This design comes from an exercise in tuning for small area, a short achievable clock period and few clock cycles on the open sky130 flow, not from production work.
Where RTL was checked, it was by simulation tests only, not by an equivalence proof against the original.
Power figures rest on the tool's default switching activity, not on a simulated workload.

## P
## lidar_scan_packet_deframer
module lidar_scan_packet_deframer
(
  input  logic        clk,
  input  logic        rst,
  input  logic        s_tvalid,
  output logic        s_tready,
  input  logic [7:0]  s_tdata,
  output logic        m_tvalid,
  input  logic        m_tready,
  output logic [63:0] m_tdata,
  output logic [2:0]  m_tuser,
  output logic        m_tlast,
  input  logic        psel,
  input  logic        penable,
  input  logic        pwrite,
  input  logic [2:0]  paddr,
  input  logic [31:0] pwdata,
  output logic [31:0] prdata,
  output logic        pready
);
Settings: LEC_CHECK=0, ABC_CLOCK_PERIOD_IN_PS=2000, CAP_MARGIN=20, CORE_MARGIN=2, CORE_UTILIZATION=33, CTS_CLUSTER_DIAMETER=100, CTS_CLUSTER_SIZE=30, SETUP_SLACK_MARGIN=2.35, SLEW_MARGIN=20; clock period 4.5 ns.
run.sh (not shown) runs the stock make flow with config.mk's settings and CLKGATE_MAP_FILE= SYNTH_SCRIPT=/design/flow/synth_recipe.tcl, a recipe that flattens the netlist after the stock synthesis.
Testbench counts of P, summed over its fixed seeds: cycles 18,635.
### P -> Q
Settings: swapping 33 for 27 in CORE_UTILIZATION; putting PLACE_DENSITY at 0.55 where nothing was set.
==> comparison <==
When Q is set beside P, its maximum frequency turns out to be about 2% larger. Of Q and P, it is Q that has the lower relative contribution of combinational cells to total power. Compared with P, Q ends up with more cell area. Post-layout net count of Q is on par with P. On Q: switching share of total power is 0.61 points higher than what P gave. Q vs P, routed wire length on met3 went up by 24%. Cmp P and Q / final cell count / higher: Q. Die height, P and Q, higher one = Q. What Q reported for die area has to be multiplied by 0.820 to get the figure for P. Cmp P and Q / number of vias in the routed layout / higher: Q.
> inputs changed (Q -> R)
Settings: PLACE_DENSITY: 0.55 -> unset; CTS_CLUSTER_DIAMETER: 100 -> 60.
==> run notes <==
- | maximum level of the CTS H-tree | R vs Q | ≈ equal |
- Route | R vs Q | wire shorter in R
- R vs. Q: area added between synthesis and finish climbed 2.5 points, ratio of final minimum period to clock period climbed 0.50 points.
- Between Q and R, the flow reports global placer's final weighted congestion increasing by a few percent.
- Number of buffers outside the clock class in the layout: Q and R compared, higher one is Q

* * *

north:
Another version of the RTL of lidar_scan_packet_deframer (not shown whole).
Size: ~2300 cells after synthesis, about 870 flip-flops, roughly 34000 µm² of cells after synthesis.
export LEC_CHECK = 0
export ABC_CLOCK_PERIOD_IN_PS = 2000
export CAP_MARGIN = 20
export CORE_MARGIN = 2
export CORE_UTILIZATION = 30
export SETUP_SLACK_MARGIN = 2.3
export SLEW_MARGIN = 20
create_clock -name core_clock -period 4.5 [get_ports {clk}]
north finished all stages; the layout is clean.
Here is what was changed in the inputs of south compared with north.
Settings: CORE_UTILIZATION: 30 -> 40.
Results
- south vs north — wire length climbed by a few percent
- NOTE total of clock buffers placed in the layout north->south increased by a few percent
- Going from north to south, the cell count was found to have gone down by 332.
- Diff north -> south | setup slack | decrease of 31 ps
Setup changes, south to east
Settings: SETUP_SLACK_MARGIN changed from 2.3 to 2.15; ABC_CLOCK_PERIOD_IN_PS changed from 2000 to 2100.
### Flow results
- east: flow completed, timing, DRC and antenna clean
- Clock buffer count: south and east compared, lower one is south
- Diff south -> east: placed wire-length estimate up about 1.3%, initial antenna violation count moved down.
- Destination of the critical timing path: nz -> south, out_dist[4] -> east
- Between south and east, post-route minimum period is lower for south, east comes in above that.
- The final reports for east and south show worst setup slack lower in the former.
- Taking south as the reference point, the cell count of east falls by 1.0%.
- Vias: east fewer than south
No functional check of the RTL was part of any run of this note.

* * *

lidar_scan_packet_deframer, a different RTL version from the one above (not shown whole).
For scale: ~2300 cells after synthesis, ~920 flip-flops, ~150 I/O pins.
make LEC_CHECK=0 ABC_CLOCK_PERIOD_IN_PS=1800 CAP_MARGIN=20 CORE_MARGIN=2 CORE_UTILIZATION=40 SETUP_SLACK_MARGIN=2.6 SLEW_MARGIN=20 finish   # period 4.5 ns
The baseline finished clean.
==> next run, changes <==
ABC_CLOCK_PERIOD_IN_PS = 2000   (was 1800)
SETUP_SLACK_MARGIN = 2.3   (was 2.6)
=>
- combinational power is lower by 22%
- via count falls by 6.1%
- sequential share of layout area rises by 4.4 points
- setup slack degrades by 0.0085 ns
- clock-buffer cell count climbs by 17
- cell count falls by 4.7%
No run of this note included a check of the RTL's function; only the layout flow was run.

* * *

lidar_scan_packet_deframer with an RTL version that a note above also has.
Size in the first run: about 2100 cells after synthesis, ~860 flip-flops, roughly 150 I/O pins, about 33000 um^2 of cells after synthesis.
## lidar_scan_packet_deframer
module lidar_scan_packet_deframer
(
  input  logic        clk,
  input  logic        rst,
  input  logic        s_tvalid,
  output logic        s_tready,
  input  logic [7:0]  s_tdata,
  output logic        m_tvalid,
  input  logic        m_tready,
  output logic [63:0] m_tdata,
  output logic [2:0]  m_tuser,
  output logic        m_tlast,
  input  logic        psel,
  input  logic        penable,
  input  logic        pwrite,
  input  logic [2:0]  paddr,
  input  logic [31:0] pwdata,
  output logic [31:0] prdata,
  output logic        pready
);
Settings: LEC_CHECK=0, ABC_CLOCK_PERIOD_IN_PS=2000, CAP_MARGIN=20, CORE_MARGIN=2, CORE_UTILIZATION=27, CTS_CLUSTER_DIAMETER=100, CTS_CLUSTER_SIZE=30, SETUP_SLACK_MARGIN=2.4, SLEW_MARGIN=20; clock period 4.5 ns.
Testbench counts at the start, summed over its fixed seeds: cycles 18,635.
Rerun with:
CORE_UTILIZATION = 30   (was 27)
SETUP_SLACK_MARGIN = 2.35   (was 2.4)
Final area falls by about 2.3%.
Wire length falls by about 6%.
Global-route usage rises by 1.0 points.
Count of clock-buffer cells in the layout falls by 4.
Rerun with:
CORE_UTILIZATION = 27   (was 30)
PLACE_DENSITY = 0.65   (was not set)
Effect: The changed run produced a clean layout. Final area goes up by about 1.3%. Via count stays flat. Register-to-register slack gets better by 50 ps. Wire length goes up by about 1.5%. Count of clock-buffer cells in the layout goes up by 4. Area after synthesis is unchanged. Maximum frequency goes up by 0.72%. Utilization goes down by 2.9 points. Setup slack gets better by 15 ps.
Rerun with:
PLACE_DENSITY = not set   (was 0.65)
The new run finished clean; combinational power stays flat; first-iteration DRC count shrinks by a few percent; non-clock buffer count grows by 2; via count stays flat; count of clock-buffer cells in the layout shrinks by 5.

* * *

## harbor
Another version of the RTL of lidar_scan_packet_deframer (not shown whole).
For scale: ~2400 cells after synthesis, roughly 880 flip-flops, ~150 I/O pins, roughly 35000 µm² of cells after synthesis.
## lidar_scan_packet_deframer
module lidar_scan_packet_deframer
(
  input  logic        clk,
  input  logic        rst,
  input  logic        s_tvalid,
  output logic        s_tready,
  input  logic [7:0]  s_tdata,
  output logic        m_tvalid,
  input  logic        m_tready,
  output logic [63:0] m_tdata,
  output logic [2:0]  m_tuser,
  output logic        m_tlast,
  input  logic        psel,
  input  logic        penable,
  input  logic        pwrite,
  input  logic [2:0]  paddr,
  input  logic [31:0] pwdata,
  output logic [31:0] prdata,
  output logic        pready
);
Settings: LEC_CHECK=0, ABC_CLOCK_PERIOD_IN_PS=2000, CAP_MARGIN=20, CORE_MARGIN=2, CORE_UTILIZATION=30, CTS_CLUSTER_DIAMETER=100, CTS_CLUSTER_SIZE=28, SETUP_SLACK_MARGIN=2.3, SLEW_MARGIN=20; clock period 4.5 ns.
harbor reached the final stage; the timing, DRC and antenna checks on its layout passed.
The inputs of nickel differ from those of harbor as listed below.
- CTS_CLUSTER_SIZE changed from 28 to 30
- PLACE_DENSITY newly set to 0.4
### Flow results
Summary of nickel over harbor: total met3 wirelength after detailed routing went down by about 30%; ratio of final minimum period to clock period went down; site row count level; number of global-route vias before repair saw an increase; finished layout cell area +about 3.5%. Between harbor and nickel, the global placement routability congestion figures differ only marginally. Compared to harbor, the router laid down more metal wire for nickel. Between nickel and harbor, it is nickel whose fraction of standard cell area that is sequential is lower, by 2.1 points.
Relative to nickel, the following input files were edited for maple:
- a change of CTS_CLUSTER_SIZE from 30 to 25
- a deleted PLACE_DENSITY that had been 0.4
### Flow results
maple finished end to end and its layout was clean on timing, DRC and antenna. Wire: maple routes less than nickel. On combinational fraction of design power: maple sits below nickel. maple and nickel ended up with nearly the same worst hold-check slack. As of maple, power had fallen by a few percent compared to nickel. maple vs. nickel: synthesis-to-finish area growth went down by 3.4 points.
--- input diff maple..garnet ---
- setting PLACE_DENSITY to 0.5 for the first time
- changing CTS_CLUSTER_SIZE from 25 to 30
Results
Flop and latch count out of synthesis came out exactly the same in garnet and maple. The critical path's slowest cell comes out or3b_2 in one run and dfxtp_4 in the other, namely in maple and garnet respectively. The clock-buffer cell count reported for garnet is smaller than that of maple by 13. From maple to garnet the numbers moved as follows: overall power consumption now smaller, total clock buffers created by CTS now smaller. There was hardly any difference in sequential share of layout area between garnet and maple.
No functional check of the RTL was part of any run of this note.

* * *

v18:
lidar_scan_packet_deframer, a different RTL version from the one above (not shown whole).
For scale: ~2100 cells after synthesis, ~150 I/O pins, roughly 37000 µm² of cells after synthesis.
clock: 4.5 ns
lec_check: 0
abc_clock_period_in_ps: 2200
cap_margin: 20
core_margin: 2
core_utilization: 40
setup_slack_margin: 2.0
slew_margin: 20
v18 reached the final stage; the timing, DRC and antenna checks on its layout passed.
#### Input delta (v28 over v18)
Settings: setting CTS_BUF_LIST to sky130_fd_sc_hd__clkbuf_8 for the first time; setting CTS_CLUSTER_SIZE to 24 for the first time.
--- outcome ---
- v28: done, clean on timing, DRC and antenna
- Delta (v28 minus v18): final instance area now sits higher, relative area of non-clock buffer cells in the final design up 0.80 points, arrival time of data at the critical path endpoint has increased.
Function was not checked in any run of this note: the RTL went through the layout flow alone.

* * *

run A:
Another version of the RTL of lidar_scan_packet_deframer (not shown whole).
Size in the first run: about 850 flip-flops, about 150 I/O pins, roughly 0.033 sq mm of cells after synthesis.
clock: 4.5 ns
lec_check: 0
abc_clock_period_in_ps: 2000
cap_margin: 20
core_margin: 2
core_utilization: 30
cts_cluster_diameter: 100
cts_cluster_size: 30
setup_slack_margin: 2.35
slew_margin: 20
What run B does differently from run A at the input level:
- a change of SETUP_SLACK_MARGIN from 2.35 to 2.4
### Flow results
On worst setup margin, run B does worse than run A. Between run B and run A, the difference in setup TNS is negligible. Run B ended up with more standard cells than run A. sky130_fd_sc_hd__buf_2 as the slowest stage cell on the critical path was reported by run B, and sky130_fd_sc_hd__buf_12 by run A. Of run B and run A, the run reporting the lower total length of routed wires was run A. Fraction of area in multi-input gates of run A is on par with run B. Of run B and run A, run B shows the higher share of the clock period used by the worst path after layout, with run A below it. Run B ends up with a number of cells on the worst reg-to-reg path that is 4 higher than in run A. Run B -> run A: synthesized area delta 0, exact match.
The inputs of run C differ from those of run B as listed below.
- SETUP_SLACK_MARGIN: 2.4 -> 2.3
==> run notes <==
~same total of flip-flops plus latches after synthesis in run C and run B. Run C gives more delay of the slowest cell on the worst path than run B did. Startpoint-to-endpoint class of the critical path: input port to primary output -> run B, flop to primary output -> run C. Looking at logic depth of the worst path, buffers included, run C sits below run B. Diff run C and run B: clock network fraction of total power lower in run B.
Function was not checked in any run of this note: the RTL went through the layout flow alone.

==> separate check: timing with driven ports <==
The flow's constraints put no driver on any port. The routed layouts listed below were extracted and timed again, unchanged, in two steps. Step 1 sets driving cells, clkbuf_16 on the clock port and buf_2 on the other inputs (assumed; they add their load-dependent delay and slew). Step 2 also shifts input and output timing later by t, the mid clock arrival at the registers, as if the neighbouring blocks saw the same clock. Slacks: ideal / step 1 / step 2; pairs: ideal / step 1.
run | shift t [ns] | setup WS [ns] | slew at the worst register clock pin (ns)
P | 0.659 | 2.312 / 2.264 / 1.696 | 0.12 / 0.12
Q | 0.669 | 2.356 / 2.268 / 1.811 | 0.12 / 0.12
R | 0.734 | 2.333 / 2.263 / 1.813 | 0.11 / 0.11
north | 0.716 | 2.172 / 2.172 / 1.606 | 0.07 / 0.07
south | 0.695 | 2.141 / 2.141 / 1.748 | 0.07 / 0.07
east | 0.698 | 2.087 / 2.087 / 1.499 | 0.07 / 0.07
the first run of note 3 | 0.718 | 1.975 / 1.975 / 1.328 | 0.07 / 0.07
the second run of note 3 | 0.708 | 1.966 / 2.000 / 1.295 | 0.07 / 0.07
the first run of note 4 | 0.666 | 2.349 / 2.267 / 1.748 | 0.12 / 0.12
the second run of note 4 | 0.676 | 2.331 / 2.255 / 1.713 | 0.12 / 0.12
the third run of note 4 | 0.674 | 2.346 / 2.267 / 1.810 | 0.12 / 0.12
the fourth run of note 4 | 0.675 | 2.346 / 2.275 / 1.744 | 0.12 / 0.12
harbor | 0.680 | 2.189 / 2.189 / 1.725 | 0.12 / 0.12
nickel | 0.704 | 2.256 / 2.256 / 1.682 | 0.12 / 0.12
maple | 0.680 | 2.235 / 2.235 / 1.583 | 0.11 / 0.11
garnet | 0.678 | 2.300 / 2.265 / 1.720 | 0.12 / 0.12
v18 | 0.692 | 1.851 / 1.839 / 1.451 | 0.06 / 0.06
v28 | 0.853 | 1.773 / 1.723 / 1.306 | 0.07 / 0.07
run A | 0.665 | 2.241 / 2.128 / 1.709 | 0.12 / 0.12
run B | 0.661 | 2.222 / 2.177 / 1.763 | 0.12 / 0.12
run C | 0.674 | 2.245 / 2.170 / 1.731 | 0.12 / 0.12
After both steps setup and hold are still met in every run listed. For the second run of note 3, which loses most, drivers alone change the setup slack by +0.034 ns; drivers and shift together by -0.671 ns.
